This is an optimization exercise on Yosys and OpenROAD, whose aim is small area, not a production implementation.
RTL that was checked went through simulation tests only; none was proved equivalent to the original.
Only the layout flow was run in runs 1, 2 and 4; the RTL was not checked for function there.

$ cat flow/config.mk
export PLATFORM = sky130hd
export DESIGN_NAME = match_recovery_top
export DESIGN_NICKNAME = match_recovery_top
export VERILOG_FILES = /design/flow/design.v
export SDC_FILE = /design/flow/constraint.sdc
export NUM_CORES = 4
export LEC_CHECK = 0
export ABC_AREA = 1
export CAP_MARGIN = 20
export CORE_MARGIN = 2
export CORE_UTILIZATION = 40
export SLEW_MARGIN = 20
$ cat flow/constraint.sdc
create_clock -name core_clock -period 5.0 [get_ports {i_clk}]
set_input_delay 1.0000 -clock core_clock [delete_from_list [all_inputs] [get_ports {i_clk}]]
set_output_delay 1.0000 -clock core_clock [all_outputs]
set_load 0.01 [all_outputs]
$ cat flow/design.v
package frer_pkg;
    localparam int NUM_PORTS  = 4;
    localparam int PORT_IDX_W = 2;
    localparam int SEQ_W    = 16;
    localparam int HANDLE_W = 4;
    localparam int NUM_STREAMS = 16;
    localparam logic [SEQ_W-1:0] INVALID_SEQ = '1;
    localparam logic [15:0] RESET_TICKS = 16'd50;
    typedef logic [NUM_PORTS-1:0] port_mask_t;   
    typedef struct packed {
        logic [SEQ_W-1:0]    seq_num;   
        logic [HANDLE_W-1:0] handle;    
    } tag_info_t;
    typedef enum logic [1:0] {
        VERDICT_NONE    = 2'd0,   
        VERDICT_PASS    = 2'd1,
        VERDICT_DISCARD = 2'd2
    } verdict_e;
    typedef enum logic [1:0] {
        ST_IDLE   = 2'd0,
        ST_LOOKUP = 2'd1,
        ST_DECIDE = 2'd2,
        ST_REPORT = 2'd3
    } ctrl_state_e;
endpackage
`timescale 1ns/1ps
module match_recovery_top (
    input  logic        i_clk,
    input  logic        i_rst,
    input  logic [3:0]  i_tag_valid,
    input  logic [79:0] i_tag,   
    output logic [3:0]  o_pass_en,
    output logic [3:0]  o_discard_en,
    output logic [3:0]  o_judge_finish
);
    logic [1:0]  r_state;     
    logic [1:0]  r_grant;     
    logic [3:0]  r_pending;
    logic        r_found;     
    logic [1:0]  r_gi;        
    logic [19:0] r_tag [4];   
    logic [5:0]  r_time;      
    logic        r_vpass;
    logic        r_vdisc;
    wire       idle   = (r_state == 2'd0);
    wire       report = (r_state == 2'd3);
    wire [3:0] finish = report ? (4'b0001 << r_grant) : 4'b0000;
    logic [1:0] state_n;
    logic [1:0] grant_n;
    logic [3:0] pend_n;
    logic       found_n;
    logic [1:0] idx_n;
    logic [1:0] cand;
    always_comb begin
        if (i_rst) begin
            state_n = 2'd0;
            grant_n = 2'd3;
            pend_n  = 4'b0000;
        end else begin
            state_n = idle ? {1'b0, r_found} : r_state + 2'd1;
            grant_n = (idle && r_found) ? r_gi : r_grant;
            pend_n  = (r_pending & ~finish) | i_tag_valid;
        end
        found_n = 1'b0;
        idx_n   = grant_n;
        cand    = grant_n;
        for (int k = 1; k <= 4; k++) begin
            cand = grant_n + 2'(k);
            if (!found_n && pend_n[cand]) begin
                found_n = 1'b1;
                idx_n   = cand;
            end
        end
    end
    always_ff @(posedge i_clk) begin
        r_state   <= state_n;
        r_grant   <= grant_n;
        r_pending <= pend_n;
        r_found   <= found_n;
        r_gi      <= (state_n == 2'd0) ? idx_n : grant_n;
    end
    wire busy = r_state[0] ^ r_state[1];
    always_ff @(posedge i_clk) begin
        for (int p = 0; p < 4; p++) begin
            if (i_tag_valid[p] && !(busy && r_grant == 2'(p)))
                r_tag[p] <= i_tag[p*20 +: 20];
        end
    end
    always_ff @(posedge i_clk) begin
        if (i_rst) r_time <= 6'd0;
        else       r_time <= r_time + 6'd1;
    end
    wire [19:0] held = r_tag[r_gi];
    wire [19:0] cur  = (idle && i_tag_valid[r_gi]) ? i_tag[r_gi*20 +: 20] : held;
    wire        judging = !idle || r_found;
    wire [3:0]  h    = cur[3:0];
    wire [15:0] s    = cur[19:4];
    wire        sval = (s != 16'hffff);
    logic [15:0] s_seq [16];
    logic [5:0]  s_t   [16];
    logic [15:0] s_a;
    logic [15:0] s_q;
    wire [1:0] rot    = r_time[3:2] + {1'b0, (r_time[1:0] != 2'd0)};
    wire       at_tap = judging && (h[1:0] == 2'd0 - r_time[1:0]);
    wire [1:0] ti     = h[3:2] + rot;
    wire [15:0] e_seq = s_seq[{ti, 2'b00}];
    wire [5:0]  e_t   = s_t[{ti, 2'b00}];
    wire        e_a   = s_a[{ti, 2'b00}];
    wire        e_q   = s_q[{ti, 2'b00}];
    wire [5:0] g_i  = r_time - {4'd0, r_state};   
    wire [5:0] age  = g_i - e_t;                   
    wire       ta   = e_a | e_q | (age >= 6'd54);
    wire       eq   = (e_seq == s);
    wire       vpass = sval & (ta | ~eq);
    wire       vdisc = sval & ~ta & eq;
    wire       qnew  = ~e_a & (age == 6'd52);
    for (genvar i = 0; i < 16; i++) begin : g_slot
        localparam int J = (i + 15) % 16;   
        logic [15:0] nseq;
        logic [5:0]  nt;
        logic        na;
        logic        nq;
        if ((J % 4) == 0) begin : g_tap
            wire wr = at_tap && (ti == 2'(J / 4));
            assign nseq = (wr && sval)  ? s     : s_seq[J];
            assign nt   = (wr && vpass) ? g_i   : s_t[J];
            assign nq   = (wr && vpass) ? qnew  : s_q[J];
            assign na   = i_rst | (s_a[J] & ~(wr && vpass));
        end else if (J == 2 || J == 10) begin : g_scrub
            wire [5:0] a = r_time - s_t[J];
            assign nseq = s_seq[J];
            assign nt   = s_t[J];
            assign nq   = s_q[J];
            assign na   = i_rst | s_a[J] | (a[5:3] == 3'b111);
        end else begin : g_plain
            assign nseq = s_seq[J];
            assign nt   = s_t[J];
            assign nq   = s_q[J];
            assign na   = i_rst | s_a[J];
        end
        always_ff @(posedge i_clk) begin
            s_seq[i] <= nseq;
            s_t[i]   <= nt;
            s_a[i]   <= na;
            s_q[i]   <= nq;
        end
    end
    always_ff @(posedge i_clk) begin
        if (at_tap && !report) begin
            r_vpass <= vpass;
            r_vdisc <= vdisc;
        end
    end
    wire fpass = (at_tap && report) ? vpass : r_vpass;
    wire fdisc = (at_tap && report) ? vdisc : r_vdisc;
    assign o_judge_finish = finish;
    assign o_pass_en      = finish & {4{fpass}};
    assign o_discard_en   = finish & {4{fdisc}};
endmodule
$ cat flow/run.sh
#!/bin/bash
# synth_recipe.tcl (not shown) runs the flow's synth.tcl, then flattens the netlist and writes it again
# the make line also repeats each setting of config.mk as NAME=value (left out here)
make -C /OpenROAD-flow-scripts/flow DESIGN_CONFIG=/design/flow/config.mk WORK_HOME=/design/flow/orfs CLKGATE_MAP_FILE= SYNTH_SCRIPT=/design/flow/synth_recipe.tcl finish
==> metrics.md, run 1 <==
| Metric | Value |
|---|---|
| Hold_buf cts | `0` |
| Worst r2r src | `r_gi[0]$_DFF_P_` |
| Max-cap viol count | `0` |
| Fin area | `0.0197 mm^2` |
| First-pass GRT wire length | `roughly 57000 um` |
| DRC | `0` |
| Most Frequent Cell on Critical Path | `nor2_2` |
| Area grow syn2layout | `26.8%` |
| FFs w/ async S/R, synth | `0%` |
| Synth Cell Area | `approximately 0.016 mm^2` |
| Fraction of layout cells with a size suffix above 1 | `about 17%` |
| Vias in the first global route | `~11000` |
| H-Tree Depth | `2` |
| Avg Inst Size Synth | `approximately 10 um^2` |
| Placed Area | `roughly 0.018 mm^2` |
| Largest net degree at the start of global routing | `37` |
| Crit path from | `i_tag[42]` |
| Min-delay worst type | `reg -> reg` |
| Endpoints failing setup | `8` |
| Vias | `11000` |
| Rows | `72` |
| Total track usage | `18.1%` |
| Sequential-to-total area share from yosys stat | `roughly two thirds` |
| Worst path required time | `roughly 4.0 ns` |
| Worst-path clk slew | `0.06 ns` |
| Slew Viols, Final | `0` |
| Final period util | `118%` |
| Setup CP Type | `in -> out` |
| Setup crit end kind | `primary output` |
| Die height | `between 200 and 250 um` |
| Layout Skew | `around 0.019 ns` |
| Core box area | `~0.038 mm^2` |
| WP data arrival | `4.88 ns` |
| Iter 0 DRT Violations | `a little under 800` |
| GR Overflow Total | `0` |
| Initial Util | `slightly above 40%` |
| M1 GR Usage | `~24%` |
| Die W | `about 200 um` |
| Main synth FF type | `dfxtp_1` |
| DP Wirelength | `approximately 25000 um` |
| Post-DR vias/cell | `around 4.8` |
| Violated Checks | `negative setup slack` |
| Top Ports | `slightly below 100` |
| Synth warn | `4` |
| Final GP Congestion | `approximately 0.84` |
| Synth Instances | `~1500` |
| WL/cell | `15.7 um` |
| Die area | `approximately 0.040 mm^2` |
| Register bit total from synthesis | `just under 500` |
| Core Util, Final | `51.2%` |
| Final WS setup | `-0.882 ns` |
| Longest Clk Path Bufs | `3` |
| CTS Sinks | `a little under 500` |
| Net Count, Synth | `1635` |
| Worst path max stage delay | `0.37 ns` |
| RSZ-0062 raised after global routing | `true` |
| Worst-margin pin slew | `1.02 ns` |
| Slowest stage cell, crit path | `fa_2` |
| GR peak layer | `met2` |
| Crit path max fanout | `7` |
| Clock root buffer master | `clkbuf_16` |
| Initial antenna violation count | `0` |
| Final worst path period need | `5.88 ns` |
| Slew margin rel. | `a little under a third` |
| # diodes | `0` |
| Worst Min Path Start | `s_seq[2][7]$_DFF_P_` |
| Drt first pass iters | `6` |
| FMAX | `around 170 MHz` |
| Startpoint Class | `primary input` |
| Num CTS Buffers | `46` |
| Post-DRT Antenna Nets | `0` |
| Number of nets in the layout | `between 1500 and 2000` |
| Status | `complete, but fails checks` |
| Met2 Resource Use GR | `29.2%` |
| CTS tree | `built` |
| PortBufs | `97` |
| Met3 usage | `3.10%` |
| Final Hold Fails | `0` |
| Final wirelength | `36300 um` |
| WHS | `between 0.3 and 0.4 ns` |
| Post-synthesis cell type count | `44` |
| Clock latency on the worst-skew pair | `0.56 ns` |
| Number of synthesized flops with an enable pin | `just over 80` |
synth_stat cells (13+ instances only):
master / instances / area [um^2]
buf_2: 18 / 90.1
o211ai_1: 15 / 113
edfxtp_1: 82 / 2460
nand3_1: 104 / 521
inv_1: 103 / 387
ha_1: 19 / 238
nand2_1: 381 / 1430
o21ai_0: 126 / 631
a21oi_1: 26 / 130
nor2_1: 69 / 259
clkbuf_1: 24 / 90.1
o21ai_1: 25 / 125
nand4_1: 23 / 144
or2_2: 13 / 81.3
dfxtp_1: 401 / 8030
cells in the final DEF (no fill, tap or decap), drive strengths merged:
cell and n:
inv 114, nor4 2, dfxtp 401, nor2 72
xor2 11, o22ai 6, nand3b 2, o21a 6
edfxtp 82, nand3 107, o311ai 1, a31oi 1
a22o 1, ha 19, o21bai 1, buf 146
clkinv 15, fa 3, nand2 392, clkinvlp 2
clkdlybuf4s50 81, mux2i 1, bufinv 1, xnor2 5
o31ai 2, a21oi 26, nor3 10, or2 16
a221oi 2, a211oi 1, dlygate4sd2 4, o21ai 151
nand4 23, clkbuf 63, a22oi 4, o211ai 15
cells by family (layout without fill, tap and decap cells):
logic type	Yosys count	count (layout)	synth area share [%]
simple gates	624	624	17.5
xor+xnor	16	16	0.902
mux	1	1	0.0645
fa+ha+maj	22	22	1.92
compound gates	217	217	7.61
buf+inv	164	426	4.45
flops	483	483	67.6
repair_timing:
action,4_1_cts,5_1_grt
setup endpoints to repair,8,8
gates resized for setup,87,6
pin swaps,29,5
setup buffers,12,3
worst paths after layout:
kind	end	cells after the start	slack (ns)
max reg2reg	s_t[1][3]$_DFF_P_	37	0.36
max	o_pass_en[3]	31	-0.88
min	s_seq[3][7]$_DFF_P_	0	0.31
min reg2reg	s_seq[3][7]$_DFF_P_	0	0.31
layer usage:
metal | vias to the layer above | wire [um]
met2 | 371 | 16200
met4 | 0 | 1140
met5 | - | 0
met3 | 86 | 2230
li1 | 5449 | -
met1 | 5077 | 16700
stage by stage:
step | setup slack [ns] | TNS [ns] | instances
2_1_floorplan | -0.579 | -3.70 | 1527
3_3_place_gp | -1.58 | -24.44 | 2208
3_5_place_dp | -1.68 | -27.37 | 2208
4_1_cts | -0.832 | -6.49 | 2304
5_1_grt | -1.11 | -8.57 | 2307
6_report | -0.882 | -6.79 | 2307
worst max-delay path: cells and delay by family:
family,cells,cell delay (ns)
AND/OR/NAND/NOR,16,1.44
AO/OA/AOI/OAI,6,0.71
buffers and inverters,5,0.71
adder cells (fa/ha/maj),2,0.69
XOR/XNOR,2,0.30
flip-flops by register name (all words and copies together), names as in the netlist, 4 cells and up:
signal,flops
r_pending,4
r_tag,80
r_time,6
s_a,16
s_q,16
s_seq,256
s_t,96
final cells by class:
class                   count  area, um^2
multi-input cells         880        4600
well taps                 518         648
clock inverters            21         171
fillers                  3421       18800
clock buffers              63        1340
repair buffers            231        2010
flip-flops and latches    483       10500
inverters                 111         430
==> inputs of run 2 (changes only) <==
--- a/flow/config.mk
+++ b/flow/config.mk
@@ -9,4 +9,5 @@
 export CAP_MARGIN = 20
 export CORE_MARGIN = 2
 export CORE_UTILIZATION = 40
+export CTS_BUF_LIST = sky130_fd_sc_hd__clkbuf_4 sky130_fd_sc_hd__clkbuf_8
 export SLEW_MARGIN = 20
==> run 2 against run 1 <==
The layout still fails its checks (negative setup slack). First-iteration DRC count is 14% higher. Die area did not move. Cell count rose by 2.1%. Sequential cell count unchanged. Critical path type unchanged. Largest cell class unchanged. Highest routed layer unchanged.
==> metrics.md, run 2 <==
| Metric | Value |
|---|---|
| Status | `complete, but fails checks` |
| Violated Checks | `negative setup slack` |
| Wl on met1 | `17100 um (+2.2%)` |
| Area grow syn2layout | `27.5%` |
| Min-delay worst type | `reg -> reg` |
| Synth Cell Area | `0.0155 mm^2 (unchanged)` |
| Total track usage | `18.2% (+0.15 points)` |
| Iter 0 DRT Violations | `907 (+14%)` |
| Slowest stage cell, crit path | `fa_2` |
| Final period util | `120% (+2.5 points)` |
| Main synth FF type | `dfxtp_1` |
| Final GP Congestion | `0.841 (unchanged)` |
| Placed Instances | `2208 (unchanged)` |
| Final WS setup | `-1.01 ns (-0.123 ns)` |
| Die area | `0.0404 mm^2 (unchanged)` |
| Endpoints failing setup | `8 (unchanged)` |
| PortBufs | `97 (unchanged)` |
| Slew Viols, Final | `0 (unchanged)` |
| Core box area | `0.0385 mm^2 (unchanged)` |
| CTS Sinks | `483 (unchanged)` |
| H-Tree Depth | `3 (+1)` |
| Net Count, Synth | `1635 (unchanged)` |
| Dpl ws | `-1.68 ns (unchanged)` |
| Layout Skew | `0.0292 ns (+0.0100 ns)` |
| Hold_buf cts | `0 (unchanged)` |
| Die height | `201 um (unchanged)` |
| Core Util, Final | `51.5% (+0.31 points)` |
| Initial antenna violation count | `0 (unchanged)` |
| Worst path max stage delay | `0.35 ns (-0.02 ns)` |
| DRC | `0 (unchanged)` |
| Top post-synthesis cells by area | `dfxtp_1 52%, edfxtp_1 16%, nand2_1 9.2%` |
| Number of fill cells in the layout | `3441 (+0.58%)` |
| Final wirelength | `36400 um (+0.39%)` |
| Synth warn | `4 (unchanged)` |
| Synth Instances | `1527 (unchanged)` |
| Post-DRT Antenna Nets | `0 (unchanged)` |
| Crit path max fanout | `7 (unchanged)` |
| Post-DR vias/cell | `4.73 (-0.60%)` |
| Longest Clk Path Bufs | `3 (unchanged)` |
| # diodes | `0 (unchanged)` |
| WL met3 | `2150 um (-3.6%)` |
| Top flop regs | `s_seq x256, s_t x96, r_tag x80` |
| Top Ports | `98 (unchanged)` |
| FFs w/ async S/R, synth | `0% (unchanged)` |
| WL/cell | `15.5 um (-1.7%)` |
| DR top layer | `met4` |
| Worst path required time | `4.00 ns (about the same)` |
| Slew margin rel. | `32.2% (+0.35 points)` |
| Vias | `11100 (+1.5%)` |
| Rows | `72 (unchanged)` |
| Die W | `201 um (unchanged)` |
| Vias in the first global route | `11200 (+2.0%)` |
| Commonest non-fill, non-tap cells in the layout | `399 x dfxtp_1, 372 x nand2_1, 126 x buf_4` |
| Post-synthesis cell type count | `44 (unchanged)` |
| Most numerous cell in the Yosys netlist | `dfxtp_1` |
| DP Wirelength | `24600 um (unchanged)` |
| Commonest cells in the netlist | `401 x dfxtp_1, 381 x nand2_1, 126 x o21ai_0, 104 x nand3_1, 103 x inv_1` |
| Num CTS Buffers | `74 (+61%)` |
| CTS tree | `built` |
| Final worst path period need | `6.01 ns (+0.123 ns)` |
| Non-Filler Instances | `2355 (+2.1%)` |
| Register bit total from synthesis | `483 (unchanged)` |
| Synth top area share | `51.7% (unchanged)` |
| Largest Register | `s_seq` |
| Clock root buffer master | `clkbuf_8` |
| Synth area leader | `dfxtp_1` |
| Avg Inst Size Synth | `10.2 um^2 (unchanged)` |
| Number of synthesized flops with an enable pin | `82 (unchanged)` |
| Fraction of layout cells with a size suffix above 1 | `19.1% (+2.4 points)` |
| First-pass GRT wire length | `57800 um (+0.54%)` |
| FMAX | `167 MHz (-2.1%)` |
| RSZ-0062 raised after global routing | `true` |
| Largest register FFs | `256 (unchanged)` |
| Initial Util | `40.4% (unchanged)` |
| GR Overflow Total | `0 (unchanged)` |
| Metal2 WL | `15900 um (-1.5%)` |
| Startpoint Class | `primary input` |
| Worst-margin pin slew | `1.02 ns (-0.00529 ns)` |
| Post-route setup TNS | `-7.70 ns (-0.913 ns)` |
| Clock latency on the worst-skew pair | `0.60 ns (+0.04 ns)` |
| Max-cap viol count | `0 (unchanged)` |
| Setup crit end kind | `primary output` |
| Largest net degree at the start of global routing | `37 (unchanged)` |
| Drt first pass iters | `7 (+1)` |
| WP data arrival | `5.01 ns (+0.13 ns)` |
| Number of nets in the layout | `1888 (+1.5%)` |
| Most common cell after layout, fill and taps aside | `dfxtp_1` |
| Setup CP Type | `in -> out` |
| Final Hold Fails | `0 (unchanged)` |
| Worst-path clk slew | `0.06 ns (about the same)` |
| Sequential-to-total area share from yosys stat | `67.6% (unchanged)` |
==> run 2: per-stage QoR <==
stage	area, um^2	hold slack (ns)
4_1_cts	19800	0.309
2_1_floorplan	15700	0.310
3_3_place_gp	18000	0.310
3_5_place_dp	18000	0.312
6_report	19800	0.314
5_1_grt	19800	0.319
==> run 2: logic make-up after synthesis <==
| kind of cell | share of synthesized area (%) |
|---|---|
| AND/OR/NAND/NOR | 17.5 |
| flip-flops | 67.6 |
| AO/OA/AOI/OAI | 7.61 |
| buffers and inverters | 4.45 |
| adder cells (fa/ha/maj) | 1.92 |
| XOR/XNOR | 0.902 |
| multiplexers | 0.0645 |
==> run 2: final timing paths <==
| kind | startpoint | end | slack, ns | depth (start not counted) |
|---|---|---|---|---|
| worst min register to register | s_t[3][0]$_DFF_P_ | s_t[4][0]$_DFF_P_ | 0.31 | 0 |
| worst max register to register | r_gi[0]$_DFF_P_ | s_t[1][1]$_DFF_P_ | 0.30 | 37 |
| worst max-delay path | i_tag_valid[0] | o_pass_en[0] | -1.01 | 35 |
| worst min-delay path | s_t[3][0]$_DFF_P_ | s_t[4][0]$_DFF_P_ | 0.31 | 0 |
==> run 2: timing repair <==
action	in CTS	in global routing
buffers inserted	12	2
resized for setup	75	9
pin swaps	29	12
setup endpoints to repair	8	8
==> run 2: final cells by class <==
| type | count | area, um^2 | area share [%] |
|---|---|---|---|
| flip-flops and latches | 483 | 10500 | 53.0 |
| multi-input cells | 880 | 4590 | 23.2 |
| repair buffers | 230 | 2020 | 10.2 |
| clock buffers | 118 | 1490 | 7.51 |
| well taps | 518 | 648 | 3.27 |
| inverters | 111 | 430 | 2.17 |
| clock inverters | 15 | 133 | 0.670 |
==> run 2: critical path, delay by kind of cell <==
kind,cells,cell delay [ns]
AOI/OAI and AO/OA,5,0.57
xor gates and xnor gates,2,0.29
adders and majority gates,2,0.69
buffers and inverters,6,0.73
and+or+nand+nor,20,1.68
==> run 2: metal layers <==
layer	vias to the layer above	global-route usage, %
met1	5119	24.1
met3	93	3.73
met5	-	0
met4	0	8.28
li1	5535	-
met2	397	28.8
==> inputs of run 3 (changes only) <==
--- a/flow/design.v
+++ b/flow/design.v
@@ -36,48 +36,44 @@
     logic [1:0]  r_state;     
     logic [1:0]  r_grant;     
     logic [3:0]  r_pending;
-    logic        r_found;     
-    logic [1:0]  r_gi;        
     logic [19:0] r_tag [4];   
     logic [5:0]  r_time;      
     logic        r_vpass;
     logic        r_vdisc;
+    logic [1:0] next_idx;
+    logic       next_found;
+    logic [1:0] cand;
+    always_comb begin
+        next_found = 1'b0;
+        next_idx   = r_grant;
+        cand       = r_grant;
+        for (int k = 1; k <= 4; k++) begin
+            cand = r_grant + 2'(k);
+            if (!next_found && r_pending[cand]) begin
+                next_found = 1'b1;
+                next_idx   = cand;
+            end
+        end
+    end
     wire       idle   = (r_state == 2'd0);
     wire       report = (r_state == 2'd3);
     wire [3:0] finish = report ? (4'b0001 << r_grant) : 4'b0000;
-    logic [1:0] state_n;
-    logic [1:0] grant_n;
-    logic [3:0] pend_n;
-    logic       found_n;
-    logic [1:0] idx_n;
-    logic [1:0] cand;
-    always_comb begin
+    always_ff @(posedge i_clk) begin
         if (i_rst) begin
-            state_n = 2'd0;
-            grant_n = 2'd3;
-            pend_n  = 4'b0000;
+            r_state <= 2'd0;
+            r_grant <= 2'd3;
+        end else if (idle) begin
+            if (next_found) begin
+                r_grant <= next_idx;
+                r_state <= 2'd1;
+            end
         end else begin
-            state_n = idle ? {1'b0, r_found} : r_state + 2'd1;
-            grant_n = (idle && r_found) ? r_gi : r_grant;
-            pend_n  = (r_pending & ~finish) | i_tag_valid;
-        end
-        found_n = 1'b0;
-        idx_n   = grant_n;
-        cand    = grant_n;
-        for (int k = 1; k <= 4; k++) begin
-            cand = grant_n + 2'(k);
-            if (!found_n && pend_n[cand]) begin
-                found_n = 1'b1;
-                idx_n   = cand;
-            end
+            r_state <= r_state + 2'd1;
         end
     end
     always_ff @(posedge i_clk) begin
-        r_state   <= state_n;
-        r_grant   <= grant_n;
-        r_pending <= pend_n;
-        r_found   <= found_n;
-        r_gi      <= (state_n == 2'd0) ? idx_n : grant_n;
+        if (i_rst) r_pending <= 4'b0000;
+        else       r_pending <= (r_pending & ~finish) | i_tag_valid;
     end
     wire busy = r_state[0] ^ r_state[1];
     always_ff @(posedge i_clk) begin
@@ -90,9 +86,10 @@
         if (i_rst) r_time <= 6'd0;
         else       r_time <= r_time + 6'd1;
     end
-    wire [19:0] held = r_tag[r_gi];
-    wire [19:0] cur  = (idle && i_tag_valid[r_gi]) ? i_tag[r_gi*20 +: 20] : held;
-    wire        judging = !idle || r_found;
+    wire [1:0]  gi   = idle ? next_idx : r_grant;
+    wire [19:0] held = r_tag[gi];
+    wire [19:0] cur  = (idle && i_tag_valid[gi]) ? i_tag[gi*20 +: 20] : held;
+    wire        judging = !idle || next_found;
     wire [3:0]  h    = cur[3:0];
     wire [15:0] s    = cur[19:4];
     wire        sval = (s != 16'hffff);
@@ -100,9 +97,9 @@
     logic [5:0]  s_t   [16];
     logic [15:0] s_a;
     logic [15:0] s_q;
-    wire [1:0] rot    = r_time[3:2] + {1'b0, (r_time[1:0] != 2'd0)};
-    wire       at_tap = judging && (h[1:0] == 2'd0 - r_time[1:0]);
-    wire [1:0] ti     = h[3:2] + rot;
+    wire [3:0] pos    = h + r_time[3:0];
+    wire       at_tap = judging && (pos[1:0] == 2'd0);
+    wire [1:0] ti     = pos[3:2];
     wire [15:0] e_seq = s_seq[{ti, 2'b00}];
     wire [5:0]  e_t   = s_t[{ti, 2'b00}];
     wire        e_a   = s_a[{ti, 2'b00}];
==> flow/config.mk (replaced) <==
export PLATFORM = sky130hd
export DESIGN_NAME = match_recovery_top
export DESIGN_NICKNAME = match_recovery_top
export VERILOG_FILES = /design/flow/design.v
export SDC_FILE = /design/flow/constraint.sdc
export NUM_CORES = 4
export LEC_CHECK = 0
export CAP_MARGIN = 20
export CORE_MARGIN = 2
export CORE_UTILIZATION = 40
export SLEW_MARGIN = 20
==> run 3 against run 2 <==
Critical path type is now reg -> out. Critical path depth fell by 1. Count of clock-buffer cells in the layout down 49. First-iteration DRC count down 31%. Utilization up 2.1 points. Setup slack worse by 2.1 ns. Sequential share of layout area fell by 3.8 points. Cell area is 7.0% higher. Synthesized cell count is 14% lower. Via count shrank 4.9%. Still fails the layout checks on negative setup slack.
==> metrics.md, run 3 <==
| Metric | Value |
|---|---|
| Status | `complete, but fails checks` |
| Violated Checks | `negative setup slack` |
| Reg2reg path depth | `36 (-2.7%)` |
| Synth Instances | `1308 (-14%)` |
| Final period util | `163% (+43 points)` |
| FMAX | `123 MHz (-26%)` |
| Largest Register | `s_seq` |
| Most common cell after layout, fill and taps aside | `dfxtp_1` |
| Final WS setup | `-3.14 ns (-2.14 ns)` |
| Most numerous cell in the Yosys netlist | `dfxtp_1` |
| WL/cell | `18.0 um (+16%)` |
| Commonest non-fill, non-tap cells in the layout | `397 x dfxtp_1, 186 x buf_4, 99 x nand2_1` |
| Top flop regs | `s_seq x256, s_t x96, r_tag x80` |
| Num CTS Buffers | `45 (-39%)` |
| Drt first pass iters | `5 (-2)` |
| Initial Util | `40.4% (about the same)` |
| Vias in the first global route | `11000 (-1.3%)` |
| Worst path max stage delay | `0.40 ns (+0.05 ns)` |
| Post-synthesis mux area share | `8.75% (+8.7 points)` |
| Placed Area | `0.0191 mm^2 (+6.1%)` |
| Synth warn | `4 (unchanged)` |
| Top post-synthesis cells by area | `dfxtp_1 50%, edfxtp_1 15%, mux2i_1 6.2%` |
| Slew Viols, Final | `0 (unchanged)` |
| Number of synthesized flops with an enable pin | `82 (unchanged)` |
| Setup crit end kind | `primary output` |
| Slowest stage cell, crit path | `fa_1` |
| Synth top area share | `49.9% (-1.8 points)` |
| Largest net degree at the start of global routing | `46 (+24%)` |
| Compound-Gate Fraction of Synth Area | `9.80% (+2.2 points)` |
| Commonest cells in the netlist | `398 x dfxtp_1, 103 x nand2_1, 99 x mux2i_1, 87 x nor2_1, 82 x edfxtp_1` |
| Initial antenna violation count | `0 (unchanged)` |
| Setup CP Type | `reg -> out` |
| R2R Setup Slk | `-2.06 ns (-2.36 ns)` |
| Worst-margin pin slew | `0.932 ns (-0.0838 ns)` |
| Wl on met1 | `18000 um (+5.2%)` |
| Storage cell area | `0.0104 mm^2 (-0.58%)` |
| GR Overflow Total | `0 (unchanged)` |
| Synth Cell Area | `0.0160 mm^2 (+2.8%)` |
| WL met3 | `1650 um (-23%)` |
| DR top layer | `met4` |
| Largest register FFs | `256 (unchanged)` |
| Crit path max fanout | `7 (unchanged)` |
| Register bit total from synthesis | `480 (-0.62%)` |
| Post-synthesis cell type count | `76 (+73%)` |
| Slew margin rel. | `37.7% (+5.5 points)` |
| DRC | `0 (unchanged)` |
| Crit path from | `r_grant[0]$_SDFFE_PP1P_` |
| Synth area leader | `dfxtp_1` |
| Net Count, Synth | `1423 (-13%)` |
| Worst r2r src | `r_grant[0]$_SDFFE_PP1P_` |
| Post-DRT Antenna Nets | `0 (unchanged)` |
| Iter 0 DRT Violations | `629 (-31%)` |
| Final worst path period need | `8.14 ns (+2.14 ns)` |
| Layout Skew | `0.0267 ns (-0.00251 ns)` |
| Max-cap viol count | `0 (unchanged)` |
| Vias | `10600 (-4.9%)` |
| Area of the multi-input gates | `0.00575 mm^2 (+25%)` |
| DP Wirelength | `26500 um (+7.6%)` |
| Critical Path End | `o_discard_en[1]` |
| Post-Synth Adder-Cell Area | `2.41% (+0.50 points)` |
| H-Tree Depth | `2 (-1)` |
| Worst Min Path Start | `s_t[3][3]$_DFF_P_` |
| Main synth FF type | `dfxtp_1` |
| Area grow syn2layout | `32.7%` |
| Final wirelength | `38900 um (+6.9%)` |
| Avg Inst Size Synth | `12.2 um^2 (+20%)` |
| Number of nets in the layout | `1720 (-8.9%)` |
| Sequential-to-total area share from yosys stat | `65.3% (-2.2 points)` |
| WP data arrival | `7.14 ns (+2.13 ns)` |
| CTS Sinks | `480 (-0.62%)` |
| Core Util, Final | `53.6% (+2.1 points)` |
| Clock root buffer master | `clkbuf_16` |
| Clock latency on the worst-skew pair | `0.58 ns (-0.02 ns)` |
| Post-DR vias/cell | `4.89 (+3.4%)` |
| CTS tree | `built` |
| Endpoints failing setup | `42 (+34)` |
| Largest family of logic cells by synthesized area | `compound AO/OA/AOI/OAI gates` |
| Longest Clk Path Bufs | `3 (unchanged)` |
| Die area | `0.0415 mm^2 (+2.8%)` |
| Worst path required time | `4.00 ns (about the same)` |
| Die height | `204 um (+1.4%)` |
| Post-route setup TNS | `-91.83 ns (-84.13 ns)` |
| FFs w/ async S/R, synth | `0% (unchanged)` |
| PortBufs | `97 (unchanged)` |
| Fraction of synthesized cell area in xor and xnor cells | `2.26% (+1.4 points)` |
| Core box area | `0.0395 mm^2 (+2.8%)` |
| Top Ports | `98 (unchanged)` |
| RSZ-0062 raised after global routing | `true` |
| Metal2 WL | `18200 um (+15%)` |
| Startpoint Class | `flip-flop` |
| First-pass GRT wire length | `61500 um (+6.4%)` |
| Hold_buf cts | `0 (unchanged)` |
| Final Hold Fails | `0 (unchanged)` |
| Fin area | `0.0212 mm^2 (+7.0%)` |
| Worst-path clk slew | `0.06 ns (about the same)` |
| Post-Synth Simple-Gate Area | `9.03% (-8.5 points)` |
| Fraction of layout cells with a size suffix above 1 | `25.0% (+5.9 points)` |
| Rows | `73 (+1.4%)` |
| Die W | `204 um (+1.4%)` |
| FF-to-FF End | `s_q[5]$_DFF_P_` |
| Total track usage | `19.1% (+0.90 points)` |
| Final GP Congestion | `0.834 (-0.80%)` |
| Number of fill cells in the layout | `3345 (-2.8%)` |
| Min-delay worst type | `reg -> reg` |
## run 3: cell count changes after synthesis, sizes merged, moves of 13 or more
cell   before  now
mux2i       1  101
inv       109   32
nor2       72   87
nor3       10   24
o21ai     151   45
nand4      23    6
a22oi       4   18
a21o        0   13
a21oi      26   83
xnor2       5   23
mux2        0   24
nand2     392  103
nand3     107   50
## run 3: worst min path at each step
stage / to / slack (ns) / cells past startpoint
after floorplan: s_q[0]$_DFF_P_ / 0.31 / 0
after global placement: s_seq[15][6]$_DFF_P_ / 0.31 / 0
after detailed placement: s_seq[0][3]$_DFF_P_ / 0.31 / 0
after CTS: s_seq[3][3]$_DFF_P_ / 0.32 / 0
after global routing: s_t[12][5]$_DFF_P_ / 0.33 / 0
final: s_t[4][3]$_DFF_P_ / 0.32 / 0
## run 3: area by class of cell
type / instances / share of cell area, %
diodes: 1 / 0.0118
clock buffers: 69 / 6.46
clock inverters: 15 / 0.945
inverters: 32 / 0.585
multi-input cells: 741 / 27.1
flip-flops and latches: 480 / 49.2
well taps: 525 / 3.10
repair buffers: 305 / 12.5
## run 3: repair_timing
action                                  CTS  global route
buffers inserted                         24             6
pin swaps                                31            14
endpoints found under the setup margin  106           106
gates cloned                              2             1
resized for setup                        69            35
## run 3: kinds of logic after synthesis
group | Yosys count
flip-flops | 480
AND/OR/NAND/NOR | 311
AO/OA/AOI/OAI | 233
multiplexers | 129
buffers and inverters | 89
XOR/XNOR | 37
adder cells (fa/ha/maj) | 29
## run 3: metrics by stage
step / setup slack [ns] / hold slack, ns / std cells
3_5_place_dp: -3.16 / 0.312 / 2050
6_report: -3.14 / 0.323 / 2168
3_3_place_gp: -2.94 / 0.310 / 2050
5_1_grt: -3.46 / 0.327 / 2167
4_1_cts: -2.97 / 0.321 / 2160
2_1_floorplan: -2.94 / 0.310 / 1308
## run 3: metal layers
metal	global-route usage, %	up-vias
li1	-	5199
met5	0	-
met2	31.5	218
met3	2.88	68
met4	6.31	0
met1	25.8	5118
## run 3: critical path: cells and delay by family, from the launching register on
kind,cells,cell delay [ns]
AO/OA/AOI/OAI,11,1.78
AND/OR/NAND/NOR,8,1.27
buffers and inverters,7,1.01
adder cells (fa/ha/maj),3,0.97
multiplexers,3,0.81
flip-flops,1,0.38
XOR/XNOR,2,0.33
==> inputs of run 4 (changes only) <==
--- a/flow/design.v
+++ b/flow/design.v
@@ -38,6 +38,7 @@
     logic [3:0]  r_pending;
     logic [19:0] r_tag [4];   
     logic [5:0]  r_time;      
+    logic        r_done;      
     logic        r_vpass;
     logic        r_vdisc;
     logic [1:0] next_idx;
@@ -86,10 +87,7 @@
         if (i_rst) r_time <= 6'd0;
         else       r_time <= r_time + 6'd1;
     end
-    wire [1:0]  gi   = idle ? next_idx : r_grant;
-    wire [19:0] held = r_tag[gi];
-    wire [19:0] cur  = (idle && i_tag_valid[gi]) ? i_tag[gi*20 +: 20] : held;
-    wire        judging = !idle || next_found;
+    wire [19:0] cur  = r_tag[r_grant];
     wire [3:0]  h    = cur[3:0];
     wire [15:0] s    = cur[19:4];
     wire        sval = (s != 16'hffff);
@@ -97,13 +95,36 @@
     logic [5:0]  s_t   [16];
     logic [15:0] s_a;
     logic [15:0] s_q;
-    wire [3:0] pos    = h + r_time[3:0];
-    wire       at_tap = judging && (pos[1:0] == 2'd0);
-    wire [1:0] ti     = pos[3:2];
-    wire [15:0] e_seq = s_seq[{ti, 2'b00}];
-    wire [5:0]  e_t   = s_t[{ti, 2'b00}];
-    wire        e_a   = s_a[{ti, 2'b00}];
-    wire        e_q   = s_q[{ti, 2'b00}];
+    wire [3:0] pos = h + r_time[3:0];
+    logic [2:0] ti;    
+    logic       on_tap;
+    always_comb begin
+        on_tap = 1'b1;
+        case (pos)
+            4'd0:    ti = 3'd0;
+            4'd3:    ti = 3'd1;
+            4'd6:    ti = 3'd2;
+            4'd9:    ti = 3'd3;
+            4'd12:   ti = 3'd4;
+            4'd15:   ti = 3'd5;
+            default: begin ti = 3'bxxx; on_tap = 1'b0; end
+        endcase
+    end
+    wire at_tap = !idle && !r_done && on_tap;
+    logic [15:0] e_seq;
+    logic [5:0]  e_t;
+    logic        e_a;
+    logic        e_q;
+    always_comb begin
+        case (ti)
+            3'd0:    begin e_seq = s_seq[0];  e_t = s_t[0];  e_a = s_a[0];  e_q = s_q[0];  end
+            3'd1:    begin e_seq = s_seq[3];  e_t = s_t[3];  e_a = s_a[3];  e_q = s_q[3];  end
+            3'd2:    begin e_seq = s_seq[6];  e_t = s_t[6];  e_a = s_a[6];  e_q = s_q[6];  end
+            3'd3:    begin e_seq = s_seq[9];  e_t = s_t[9];  e_a = s_a[9];  e_q = s_q[9];  end
+            3'd4:    begin e_seq = s_seq[12]; e_t = s_t[12]; e_a = s_a[12]; e_q = s_q[12]; end
+            default: begin e_seq = s_seq[15]; e_t = s_t[15]; e_a = s_a[15]; e_q = s_q[15]; end
+        endcase
+    end
     wire [5:0] g_i  = r_time - {4'd0, r_state};   
     wire [5:0] age  = g_i - e_t;                   
     wire       ta   = e_a | e_q | (age >= 6'd54);
@@ -117,8 +138,8 @@
         logic [5:0]  nt;
         logic        na;
         logic        nq;
-        if ((J % 4) == 0) begin : g_tap
-            wire wr = at_tap && (ti == 2'(J / 4));
+        if ((J % 3) == 0) begin : g_tap
+            wire wr = at_tap && (ti == 3'(J / 3));
             assign nseq = (wr && sval)  ? s     : s_seq[J];
             assign nt   = (wr && vpass) ? g_i   : s_t[J];
             assign nq   = (wr && vpass) ? qnew  : s_q[J];
@@ -143,6 +164,10 @@
         end
     end
     always_ff @(posedge i_clk) begin
+        if (idle)        r_done <= 1'b0;
+        else if (at_tap) r_done <= 1'b1;
+    end
+    always_ff @(posedge i_clk) begin
         if (at_tap && !report) begin
             r_vpass <= vpass;
             r_vdisc <= vdisc;
--- a/flow/config.mk
+++ b/flow/config.mk
@@ -5,6 +5,7 @@
 export SDC_FILE = /design/flow/constraint.sdc
 export NUM_CORES = 4
 export LEC_CHECK = 0
+export ABC_AREA = 1
 export CAP_MARGIN = 20
 export CORE_MARGIN = 2
 export CORE_UTILIZATION = 40
==> run 4 against run 3 <==
Still fails the layout checks on negative setup slack. Hold slack got worse by 0.016 ns. Cell count increased by 7.9%. Utilization decreased by 1.1 points. Count of clock-buffer cells in the layout decreased by 4. Setup slack improved by 1.8 ns. Clock skew about the same. Die area decreased by 1.4%. Global-route usage increased by 0.23 points. Via count increased by 7.5%. Cell area decreased by 4.1%. First-iteration DRC count increased by 16%. Largest cell class unchanged.
==> metrics.md, run 4 <==
| Metric | Value |
|---|---|
| Status | `complete, but fails checks` |
| Violated Checks | `negative setup slack` |
| # diodes | `0 (-1)` |
| Number of fill cells in the layout | `3468 (+3.7%)` |
| Reg2reg path depth | `44 (+22%)` |
| Net Count, Synth | `1659 (+17%)` |
| Initial antenna violation count | `0 (unchanged)` |
| CTS tree | `built` |
| WP data arrival | `5.33 ns (-1.81 ns)` |
| Slew Viols, Final | `0 (unchanged)` |
| Vias | `11400 (+7.5%)` |
| Number of nets in the layout | `1900 (+10%)` |
| DP Wirelength | `27300 um (+3.1%)` |
| Sequential-to-total area share from yosys stat | `66.4% (+1.1 points)` |
| Die height | `202 um (-0.72%)` |
| Startpoint Class | `flip-flop` |
| Initial Util | `40.6% (+0.24 points)` |
| Num CTS Buffers | `46 (+2.2%)` |
| Commonest non-fill, non-tap cells in the layout | `397 x dfxtp_1, 355 x nand2_1, 124 x buf_4` |
| Area of the multi-input gates | `0.00508 mm^2 (-12%)` |
| FMAX | `158 MHz (+29%)` |
| Worst r2r src | `r_grant[1]$_SDFFE_PP1P_` |
| Final wirelength | `39800 um (+2.3%)` |
| Slowest stage cell, crit path | `dfxtp_4` |
| Synth Cell Area | `0.0157 mm^2 (-1.5%)` |
| Final period util | `127% (-36 points)` |
| Avg Inst Size Synth | `10.2 um^2 (-17%)` |
| Final WS setup | `-1.33 ns (+1.81 ns)` |
| Post-DRT Antenna Nets | `0 (unchanged)` |
| PortBufs | `97 (unchanged)` |
| Worst path required time | `4.00 ns (about the same)` |
| Clock latency on the worst-skew pair | `0.56 ns (-0.02 ns)` |
| Main synth FF type | `dfxtp_1` |
| Synth top area share | `50.8% (+0.87 points)` |
| Worst-path clk slew | `0.06 ns (about the same)` |
| Max-cap viol count | `0 (unchanged)` |
| Drt first pass iters | `5 (unchanged)` |
| H-Tree Depth | `2 (unchanged)` |
| Final GP Congestion | `0.895 (+7.3%)` |
| First-pass GRT wire length | `61600 um (+0.18%)` |
| Endpoints failing setup | `26 (-38%)` |
| Most common cell after layout, fill and taps aside | `dfxtp_1` |
| Final Hold Fails | `0 (unchanged)` |
| Worst path max stage delay | `0.39 ns (about the same)` |
| Crit path max fanout | `9 (+2)` |
| Largest Register | `s_seq` |
| Register bit total from synthesis | `481 (+0.21%)` |
| Setup crit end kind | `primary output` |
| Placed Area | `0.0182 mm^2 (-4.3%)` |
| Top Ports | `98 (unchanged)` |
| Total track usage | `19.4% (+0.23 points)` |
| Largest register FFs | `256 (unchanged)` |
| WL/cell | `17.0 um (-5.2%)` |
| CTS Sinks | `481 (+0.21%)` |
| Min-delay worst type | `reg -> reg` |
| Post-synthesis cell type count | `48 (-37%)` |
| Vias in the first global route | `11300 (+2.0%)` |
| Largest net degree at the start of global routing | `35 (-24%)` |
| Top flop regs | `s_seq x256, s_t x96, r_tag x80` |
| Clock root buffer master | `clkbuf_16` |
| Fraction of layout cells with a size suffix above 1 | `18.1% (-6.9 points)` |
| Synth warn | `4 (unchanged)` |
| Storage cell area | `0.0105 mm^2 (+0.23%)` |
| Synth Instances | `1545 (+18%)` |
| Longest Clk Path Bufs | `3 (unchanged)` |
| Core box area | `0.0387 mm^2 (-2.1%)` |
| R2R Setup Slk | `-1.14 ns (+0.92 ns)` |
| Hold Path Depth | `0 (unchanged)` |
| FF-to-FF End | `s_q[7]$_DFF_P_` |
| Layout Skew | `0.0262 ns (-0.000450 ns)` |
| Slew margin rel. | `32.3% (-5.4 points)` |
| Hold Crit Endpoint | `s_seq[3][4]$_DFF_P_` |
| GR Overflow Total | `0 (unchanged)` |
| Setup CP Type | `reg -> out` |
| Worst-margin pin slew | `1.01 ns (+0.0754 ns)` |
| Iter 0 DRT Violations | `732 (+16%)` |
| Worst Min Path Start | `s_seq[2][4]$_DFF_P_` |
| Die W | `202 um (-0.72%)` |
| RSZ-0062 raised after global routing | `true` |
| Number of synthesized flops with an enable pin | `82 (unchanged)` |
| Die area | `0.0409 mm^2 (-1.4%)` |
| Post-DR vias/cell | `4.87 (-0.39%)` |
| Commonest cells in the netlist | `399 x dfxtp_1, 364 x nand2_1, 110 x o21ai_0, 97 x inv_1, 90 x nor2_1` |
| Fin area | `0.0203 mm^2 (-4.1%)` |
| Synth area leader | `dfxtp_1` |
| Top post-synthesis cells by area | `dfxtp_1 51%, edfxtp_1 16%, nand2_1 8.7%` |
| Most Frequent Cell on Critical Path | `nand2_2` |
| FFs w/ async S/R, synth | `0% (unchanged)` |
| Area grow syn2layout | `29.2%` |
| DRC | `0 (unchanged)` |
| Most numerous cell in the Yosys netlist | `dfxtp_1` |
| Rows | `72 (-1.4%)` |
| Final worst path period need | `6.33 ns (-1.81 ns)` |
==> run 4: critical path: cells and delay by family, from the launching register on <==
family,cells,cell delay (ns)
AO/OA/AOI/OAI,7,1.02
XOR/XNOR,1,0.16
adder cells (fa/ha/maj),3,0.76
buffers and inverters,6,0.69
flip-flops,1,0.39
AND/OR/NAND/NOR,15,1.71
==> run 4: worst max path at each step <==
stage                                 start         endpoint  slack, ns  cells after the start
CTS                 r_grant[0]$_SDFFE_PP1P_  o_discard_en[2]      -1.12                     35
floorplan           r_grant[0]$_SDFFE_PP1P_     o_pass_en[0]      -0.57                     33
finish              r_grant[1]$_SDFFE_PP1P_     o_pass_en[1]      -1.33                     32
global route        r_grant[0]$_SDFFE_PP1P_     o_pass_en[3]      -1.60                     33
global placement    r_grant[0]$_SDFFE_PP1P_     o_pass_en[2]      -0.88                     31
detailed placement  r_grant[1]$_SDFFE_PP1P_  o_discard_en[0]      -0.95                     32
==> run 4: cell families after synthesis <==
| logic type | count (synthesis) | share of synthesized area, % |
|---|---|---|
| and+or+nand+nor | 617 | 17.3 |
| buffers and inverters | 157 | 4.21 |
| xor gates and xnor gates | 13 | 0.772 |
| AOI/OAI and AO/OA | 249 | 8.94 |
| adders and majority gates | 28 | 2.37 |
| DFF | 481 | 66.4 |
==> run 4: routing by layer <==
metal / GRT usage (%) / routed length [um] / vias up
met5: 0 / 0 / -
met4: 7.12 / 1170 / 0
met3: 3.45 / 2370 / 74
met2: 31.4 / 18200 / 364
met1: 26.0 / 18100 / 5323
li1: - / - / 5639
==> run 4: area by class of cell <==
type	instances	area share (%)
clock buffers	65	6.36
clock inverters	19	1.02
inverters	105	2.00
multi-input cells	907	25.0
flip-flops and latches	481	51.4
well taps	518	3.19
repair buffers	245	11.0
==> run 4: per-stage QoR <==
| stage | worst slack (ns) | instances | hold WS (ns) | util [%] | setup TNS, ns |
|---|---|---|---|---|---|
| 2_1_floorplan | -0.571 | 1545 | 0.310 | - | -3.78 |
| 3_3_place_gp | -0.876 | 2221 | 0.310 | 47.0 | -6.80 |
| 3_5_place_dp | -0.950 | 2221 | 0.312 | 47.0 | -7.44 |
| 4_1_cts | -1.12 | 2334 | 0.311 | 51.9 | -13.66 |
| 5_1_grt | -1.60 | 2340 | 0.311 | 52.5 | -30.23 |
| 6_report | -1.33 | 2340 | 0.307 | 52.5 | -17.25 |
==> run 4: repair_timing <==
item	4_1_cts	5_1_grt
setup endpoints to repair	8	57
pin swaps	39	30
gates resized for setup	72	37
hold buffers	0	0
buffers inserted	29	7
==> inputs of run 5 (changes only) <==
--- a/flow/design.v
+++ b/flow/design.v
@@ -95,22 +95,31 @@
     logic [5:0]  s_t   [16];
     logic [15:0] s_a;
     logic [15:0] s_q;
-    wire [3:0] pos = h + r_time[3:0];
-    logic [2:0] ti;    
-    logic       on_tap;
-    always_comb begin
-        on_tap = 1'b1;
-        case (pos)
-            4'd0:    ti = 3'd0;
-            4'd3:    ti = 3'd1;
-            4'd6:    ti = 3'd2;
-            4'd9:    ti = 3'd3;
-            4'd12:   ti = 3'd4;
-            4'd15:   ti = 3'd5;
-            default: begin ti = 3'bxxx; on_tap = 1'b0; end
+    function automatic logic [3:0] tap_of(input logic [3:0] slot);
+        case (slot)
+            4'd0:    tap_of = 4'b1000;
+            4'd3:    tap_of = 4'b1001;
+            4'd6:    tap_of = 4'b1010;
+            4'd9:    tap_of = 4'b1011;
+            4'd12:   tap_of = 4'b1100;
+            4'd15:   tap_of = 4'b1101;
+            default: tap_of = 4'b0000;
         endcase
+    endfunction
+    logic       r_at;    
+    logic [2:0] r_ti;
+    wire  [3:0] h_next = !idle ? h
+                       : i_tag_valid[next_idx] ? i_tag[next_idx*20 +: 4]
+                       : r_tag[next_idx][3:0];
+    wire        win_next = !i_rst && (idle ? next_found : !report);
+    wire        done_next = !idle && (r_done || r_at);
+    wire  [3:0] tap_next = tap_of(h_next + r_time[3:0] + 4'd1);
+    always_ff @(posedge i_clk) begin
+        r_at <= win_next && !done_next && tap_next[3];
+        r_ti <= tap_next[2:0];
     end
-    wire at_tap = !idle && !r_done && on_tap;
+    wire [2:0] ti     = r_ti;
+    wire       at_tap = r_at;
     logic [15:0] e_seq;
     logic [5:0]  e_t;
     logic        e_a;
@@ -164,8 +173,7 @@
         end
     end
     always_ff @(posedge i_clk) begin
-        if (idle)        r_done <= 1'b0;
-        else if (at_tap) r_done <= 1'b1;
+        r_done <= done_next;
     end
     always_ff @(posedge i_clk) begin
         if (at_tap && !report) begin
==> run 5 against run 4 <==
Now clean on timing, DRC and antenna. Global-route usage decreased by 1.2 points. Routed wire length decreased by 8.0%. Via count is 5.5% lower. Critical endpoint is now o_discard_en[1].
==> metrics.md, run 5 <==
| Metric | Value |
|---|---|
| Status | `no timing/DRC/antenna violations` |
| Net Count, Synth | `1643 (-0.96%)` |
| Synth area leader | `dfxtp_1` |
| Synth Cell Area | `0.0157 mm^2 (-0.17%)` |
| Worst r2r src | `r_grant[1]$_SDFFE_PP1P_` |
| FMAX | `207 MHz (+31%)` |
| Core box area | `0.0387 mm^2 (unchanged)` |
| Most Frequent Cell on Critical Path | `buf_4` |
| Largest family of logic cells by synthesized area | `simple AND/OR/NAND/NOR gates` |
| Avg Inst Size Synth | `10.3 um^2 (+0.94%)` |
| Startpoint Class | `flip-flop` |
| Slew margin rel. | `48.8% (+16 points)` |
| Crit path from | `r_grant[0]$_SDFFE_PP1P_` |
| DP Wirelength | `24900 um (-8.8%)` |
| H-Tree Depth | `2 (unchanged)` |
| Worst path required time | `4.00 ns (about the same)` |
| Number of nets in the layout | `1784 (-6.1%)` |
| Longest Clk Path Bufs | `3 (unchanged)` |
| Most common cell after layout, fill and taps aside | `dfxtp_1` |
| Worst-path clk slew | `0.06 ns (about the same)` |
| Critical path, cell by cell | `inv_2 > ha_1 > buf_4 > a22o_1 > o22ai_1 > buf_4 > or2_2 > nor4_1 > nand2_1 > inv_1 > nor3b_4 > nand3_4 > a21oi_1 > dlygate4sd2_1` |
| Die area | `0.0409 mm^2 (-0.17%)` |
| Largest Register | `s_seq` |
| Worst-margin pin slew | `0.766 ns (-0.242 ns)` |
| WL/cell | `16.5 um (-3.2%)` |
| Most numerous cell in the Yosys netlist | `dfxtp_1` |
| WP data arrival | `3.83 ns (-1.50 ns)` |
| Final GP Congestion | `0.898 (+0.36%)` |
| Setup crit end kind | `primary output` |
| Drt first pass iters | `5 (unchanged)` |
| Layout Skew | `0.0231 ns (-0.00311 ns)` |
| Clock latency on the worst-skew pair | `0.57 ns (about the same)` |
| Post-Synth Simple-Gate Area | `14.6% (-2.7 points)` |
| Worst path depth | `14 (-56%)` |
| WP buf/inv | `5 (-1)` |
| Final wirelength | `36600 um (-8.0%)` |
| Min-delay worst type | `reg -> reg` |
| FFs w/ async S/R, synth | `0% (unchanged)` |
| Commonest cells in the netlist | `403 x dfxtp_1, 378 x nand2_1, 145 x o21ai_0, 92 x inv_1, 82 x edfxtp_1` |
| Top Ports | `98 (unchanged)` |
| Post-synthesis cell type count | `43 (-10%)` |
| Number of synthesized flops with an enable pin | `82 (unchanged)` |
| Critical Path End | `o_discard_en[1]` |
| Top post-synthesis cells by area | `dfxtp_1 51%, edfxtp_1 16%, nand2_1 9.0%` |
| Initial antenna violation count | `0 (unchanged)` |
| First-pass GRT wire length | `58700 um (-4.8%)` |
| Core Util, Final | `49.4% (-3.0 points)` |
| FF-to-FF End | `r_at$_DFF_P_` |
| Total track usage | `18.2% (-1.2 points)` |
| Fraction of synthesized cell area in xor and xnor cells | `1.51% (+0.73 points)` |
| Post-DRT Antenna Nets | `0 (unchanged)` |
| Die W | `202 um (about the same)` |
| DRC | `0 (unchanged)` |
| Setup CP Type | `reg -> out` |
| Worst path max stage delay | `0.40 ns (about the same)` |
| R2R Setup Slk | `0.67 ns (+1.81 ns)` |
| Initial Util | `40.5% (-0.071 points)` |
| Vias in the first global route | `10900 (-3.0%)` |
| Crit-path leading delay family | `buffers and inverters` |
| Largest net degree at the start of global routing | `31 (-11%)` |
| Slew Viols, Final | `0 (unchanged)` |
| Final Hold Fails | `0 (unchanged)` |
| CTS Sinks | `485 (+0.83%)` |
| CTS tree | `built` |
| Endpoints failing setup | `0 (-100%)` |
| Non-Filler Instances | `2223 (-5.0%)` |
| Vias | `10800 (-5.5%)` |
| Max-cap viol count | `0 (unchanged)` |
| Post-DR vias/cell | `4.84 (-0.57%)` |
| Placed Instances | `2138 (-3.7%)` |
| Area grow syn2layout | `21.9%` |
| Largest register FFs | `256 (unchanged)` |
| Crit path max fanout | `16 (+7)` |
| Synth warn | `4 (unchanged)` |
| Register bit total from synthesis | `485 (+0.83%)` |
| # diodes | `0 (unchanged)` |
| Clock root buffer master | `clkbuf_16` |
| Iter 0 DRT Violations | `560 (-23%)` |
| Synth Instances | `1528 (-1.1%)` |
| Rows | `72 (unchanged)` |
| Reg2reg path depth | `24 (-45%)` |
| Commonest non-fill, non-tap cells in the layout | `401 x dfxtp_1, 376 x nand2_1, 143 x o21ai_0` |
| Sequential-to-total area share from yosys stat | `67.1% (+0.63 points)` |
| Post-Synth Adder-Cell Area | `2.45% (+0.084 points)` |
| Main synth FF type | `dfxtp_1` |
| Synth top area share | `51.4% (+0.60 points)` |
| Final period util | `96.6% (-30 points)` |
| Top flop regs | `s_seq x256, s_t x96, r_tag x80` |
| Final worst path period need | `4.83 ns (-1.50 ns)` |
| GR Overflow Total | `0 (unchanged)` |
| Post-synthesis mux area share | `0% (unchanged)` |
| Hold_buf cts | `0 (unchanged)` |
| PortBufs | `97 (unchanged)` |
| Slowest stage cell, crit path | `ha_1` |
| Fraction of layout cells with a size suffix above 1 | `11.0% (-7.1 points)` |
| Num CTS Buffers | `46 (unchanged)` |
| Die height | `202 um (about the same)` |
| Compound-Gate Fraction of Synth Area | `10.6% (+1.7 points)` |
[run 5: changes by cell type after synthesis, moves of 6 or more]
cell	previous run	this run
inv_2	7	13
nor2_1	90	50
nand3_1	78	57
nand4_1	36	19
o22ai_1	16	30
buf_6	7	0
o21ai_1	36	24
o21ai_0	110	145
a22o_1	16	25
buf_2	10	18
xor2_1	6	15
nand2_1	364	378
xnor2_1	6	12
[run 5: layer usage]
metal / global-route usage (%) / routed length (um) / up-vias
met2: 30.1 / 16900 / 303
met5: 0 / 0 / -
li1: - / - / 5387
met4: 6.44 / 928 / 0
met3: 2.92 / 1780 / 65
met1: 24.1 / 17000 / 5013
[run 5: layout make-up]
| cell class | instances | area (um^2) |
|---|---|---|
| fillers | 3532 | 19600 |
| inverters | 106 | 398 |
| flip-flops and latches | 485 | 10500 |
| repair buffers | 137 | 1260 |
| multi-input cells | 893 | 4760 |
| well taps | 518 | 648 |
| clock buffers | 64 | 1330 |
| clock inverters | 20 | 219 |
[run 5: stage by stage]
| stage | TNS [ns] | worst slack (ns) | cell area (um^2) | hold slack, ns |
|---|---|---|---|---|
| finish | 0 | 0.170 | 19100 | 0.307 |
| global route | -0.0141 | -0.0127 | 19100 | 0.315 |
| CTS | 0 | 0.0129 | 19100 | 0.310 |
| detailed placement | -1.28 | -0.203 | 17500 | 0.312 |
| global placement | 0 | 0.0248 | 17400 | 0.310 |
| floorplan | 0 | 0.804 | 15700 | 0.310 |
[run 5: worst reg2reg max path: stages (launching register included)]
cell	delay, ns
dfxtp_1	0.42
inv_1	0.14
ha_1	0.37
inv_1	0.09
nand3_1	0.14
nand2_1	0.11
inv_1	0.15
nand3_1	0.16
nand2_1	0.17
nand2_2	0.15
nor2_1	0.33
inv_1	0.15
o22ai_1	0.12
o21ai_0	0.12
a32oi_1	0.24
ha_1	0.18
inv_1	0.06
fa_1	0.42
xnor2_1	0.25
inv_1	0.07
nor2_1	0.09
nand2_1	0.07
nand2_1	0.09
inv_1	0.05
a21oi_1	0.12
[run 5: how the worst min path moves through the flow]
stage | to | slack (ns) | cells past startpoint | startpoint
finish | s_seq[9][6]$_DFF_P_ | 0.31 | 0 | s_seq[8][6]$_DFF_P_
global route | s_seq[9][6]$_DFF_P_ | 0.31 | 0 | s_seq[8][6]$_DFF_P_
CTS | s_seq[6][0]$_DFF_P_ | 0.31 | 0 | s_seq[5][0]$_DFF_P_
detailed placement | s_seq[12][4]$_DFF_P_ | 0.31 | 0 | s_seq[11][4]$_DFF_P_
global placement | s_q[3]$_DFF_P_ | 0.31 | 0 | s_q[2]$_DFF_P_
floorplan | s_q[11]$_DFF_P_ | 0.31 | 0 | s_q[10]$_DFF_P_
[run 5: what timing repair did]
item	CTS	global route
endpoints found under the hold margin	0	0
cloned	0	0
setup endpoints to repair	8	8
setup buffers	1	0
pin swaps	1	1
resized for setup	32	19
[run 5: cell families after synthesis]
| family | count (synthesis) |
|---|---|
| AOI/OAI and AO/OA | 291 |
| xor gates and xnor gates | 27 |
| buffers and inverters | 150 |
| adders and majority gates | 29 |
| DFF | 485 |
| and+or+nand+nor | 546 |
==> inputs of run 6 (changes only) <==
--- a/flow/config.mk
+++ b/flow/config.mk
@@ -9,4 +9,6 @@
 export CAP_MARGIN = 20
 export CORE_MARGIN = 2
 export CORE_UTILIZATION = 40
+export CTS_CLUSTER_DIAMETER = 100
+export CTS_CLUSTER_SIZE = 30
 export SLEW_MARGIN = 20
==> run 6 against run 5 <==
Still clean. Synthesized cell count is the same. Global-route usage shrank 0.69 points. Count of clock-buffer cells in the layout shrank 41. First-iteration DRC count grew 21%. Register-to-register slack lost 0.05 ns. Utilization shrank 2.5 points. Critical endpoint unchanged.
==> metrics.md, run 6 <==
| Metric | Value |
|---|---|
| Status | `no timing/DRC/antenna violations` |
| CTS Sinks | `485 (unchanged)` |
| Initial antenna violation count | `0 (unchanged)` |
| GR Overflow Total | `0 (unchanged)` |
| Number of synthesized flops with an enable pin | `82 (unchanged)` |
| Non-Filler Instances | `2165 (-2.6%)` |
| Placed Instances | `2138 (unchanged)` |
| Setup crit end kind | `primary output` |
| FMAX | `209 MHz (+0.97%)` |
| Reg2reg path depth | `24 (unchanged)` |
| Area grow syn2layout | `15.7%` |
| Largest Register | `s_seq` |
| Post-route setup TNS | `0 ns (unchanged)` |
| Compound-Gate Fraction of Synth Area | `10.6% (unchanged)` |
| Worst-path clk slew | `0.12 ns (+0.06 ns)` |
| WP data arrival | `3.78 ns (-0.05 ns)` |
| Num CTS Buffers | `20 (-57%)` |
| Post-DR vias/cell | `4.89 (+1.0%)` |
| Final wirelength | `35900 um (-2.1%)` |
| Net Count, Synth | `1643 (unchanged)` |
| Clock root buffer master | `clkbuf_16` |
| Die W | `202 um (unchanged)` |
| FF-to-FF End | `r_at$_DFF_P_` |
| Synth warn | `4 (unchanged)` |
| Synth Instances | `1528 (unchanged)` |
| Fraction of layout cells with a size suffix above 1 | `8.44% (-2.5 points)` |
| Worst path required time | `4.00 ns (about the same)` |
| Final period util | `95.7% (-0.93 points)` |
| Iter 0 DRT Violations | `678 (+21%)` |
| Clock latency on the worst-skew pair | `0.56 ns (about the same)` |
| First-pass GRT wire length | `57100 um (-2.6%)` |
| R2R Setup Slk | `0.62 ns (-0.05 ns)` |
| Most common cell after layout, fill and taps aside | `dfxtp_1` |
| Initial Util | `40.5% (unchanged)` |
| Synth Cell Area | `0.0157 mm^2 (unchanged)` |
| Worst r2r src | `r_grant[0]$_SDFFE_PP1P_` |
| Worst-margin pin slew | `0.755 ns (-0.0105 ns)` |
| Sequential-to-total area share from yosys stat | `67.1% (unchanged)` |
| Top post-synthesis cells by area | `dfxtp_1 51%, edfxtp_1 16%, nand2_1 9.0%` |
| CTS tree | `built` |
| Most numerous cell in the Yosys netlist | `dfxtp_1` |
| WL/cell | `16.6 um (+0.51%)` |
| Post-synthesis mux area share | `0% (unchanged)` |
| Top flop regs | `s_seq x256, s_t x96, r_tag x80` |
| Commonest cells in the netlist | `403 x dfxtp_1, 378 x nand2_1, 145 x o21ai_0, 92 x inv_1, 82 x edfxtp_1` |
| Largest net degree at the start of global routing | `32 (+3.2%)` |
| Vias | `10600 (-1.6%)` |
| Post-synthesis cell type count | `43 (unchanged)` |
| Post-Synth Simple-Gate Area | `14.6% (unchanged)` |
-- run 6: cell counts after synthesis --
Identical to the previous run, type by type.
-- run 6: repair_timing --
item | in CTS | in global routing
cloned | 0 | 0
hold buffers | 0 | 0
pin swaps | 1 | 1
buffers inserted | 1 | 0
resized for setup | 34 | 21
endpoints found under the setup margin | 8 | 8
-- run 6: cell type report --
type                    instances  area, um^2
inverters                     106         398
clock buffers                  23         512
flip-flops and latches        485       10500
multi-input cells             893        4760
well taps                     518         648
repair buffers                137        1260
fillers                      3646       20600
clock inverters                 3        48.8
-- run 6: worst max-delay path, cell delays in order, from the launching register on --
cell and delay (ns):
dfxtp_1 0.36, inv_2 0.14, nand3_2 0.14, inv_2 0.10, buf_6 0.27, nand2_1 0.10
nand3_1 0.12, o22ai_2 0.11, ha_1 0.30, nand2_1 0.06, o21ai_2 0.16, nand2_1 0.07
nand2_1 0.07, a21oi_2 0.06, or2_1 0.23, a21oi_2 0.16, nand2_2 0.11, nor3b_4 0.18
nand3_4 0.12, a21oi_1 0.07, dlygate4sd2_1 0.28
-- run 6: routing by layer --
layer / wire length (um) / part of all wire, % / vias to the layer above / GRT usage [%]
met5: 0 / 0 / - / 0
met4: 932 / 2.6 / 0 / 5.60
met3: 1500 / 4.2 / 53 / 1.73
met2: 16400 / 46 / 272 / 29.2
met1: 17000 / 47 / 4976 / 23.9
li1: - / - / 5295 / -
-- run 6: metrics by stage --
stage          worst slack, ns  util, %  instance area (um^2)
3_5_place_dp            -0.203     45.1                 17500
3_3_place_gp            0.0248     45.0                 17400
2_1_floorplan            0.804        -                 15700
6_report                 0.217     46.9                 18200
4_1_cts                0.00404     46.8                 18100
5_1_grt                0.00784     46.9                 18200
-- run 6: worst max path at each step --
stage	startpoint	end	slack, ns
after detailed placement	r_ti[1]$_DFF_P_	o_discard_en[0]	-0.20
after floorplan	r_time[0]$_SDFF_PP0_	o_pass_en[0]	0.80
final	r_ti[2]$_DFF_P_	o_discard_en[1]	0.22
after global routing	r_grant[1]$_SDFFE_PP1P_	o_discard_en[0]	0.008
after global placement	r_ti[1]$_DFF_P_	o_pass_en[3]	0.02
after CTS	r_time[0]$_SDFF_PP0_	o_discard_en[0]	0.004
-- run 6: kinds of logic (layout without fill, tap and decap cells) --
| kind of cell | after synthesis | in the layout |
|---|---|---|
| compound gates | 291 | 291 |
| xor+xnor | 27 | 27 |
| fa+ha+maj | 29 | 29 |
| buf+inv | 150 | 269 |
| flops | 485 | 485 |
| simple gates | 546 | 546 |

==> port drivers added, routing unchanged <==
No port has a modelled driver above. Below, the same layouts with a new extraction and two added sets of constraints. Step 1 (the two cells are an assumption about what drives the block):
set clk [get_ports {i_clk}]
set_driving_cell -lib_cell sky130_fd_sc_hd__clkbuf_16 $clk
set_driving_cell -lib_cell sky130_fd_sc_hd__buf_2 [delete_from_list [all_inputs] $clk]
Step 2 also shifts input and output timing later by t, the mid clock arrival at the registers, as if the neighbouring blocks saw the same clock. Three values: ideal, step 1, step 2; two values: the first two.
run | shift t [ns] | setup WS [ns] | clock arrival spread, ns | worst register clock-pin slew, ns | pins driven straight from the clock port
run 1 | 0.605 | -0.882 / -0.915 / -0.899 | 0.020 / 0.020 | 0.07 / 0.07 | 1
run 2 | 0.631 | -1.005 / -1.032 / -1.032 | 0.031 / 0.031 | 0.06 / 0.06 | 1
run 3 | 0.617 | -3.141 / -3.194 / -2.874 | 0.028 / 0.027 | 0.07 / 0.07 | 1
run 4 | 0.603 | -1.334 / -1.386 / -1.139 | 0.028 / 0.027 | 0.07 / 0.07 | 1
run 5 | 0.609 | 0.170 / 0.121 / 0.674 | 0.024 / 0.024 | 0.06 / 0.06 | 1
run 6 | 0.601 | 0.217 / 0.167 / 0.618 | 0.028 / 0.027 | 0.12 / 0.12 | 1
For run 2, which loses most, drivers alone change the setup slack by -0.027 ns; drivers and shift together by -0.027 ns.
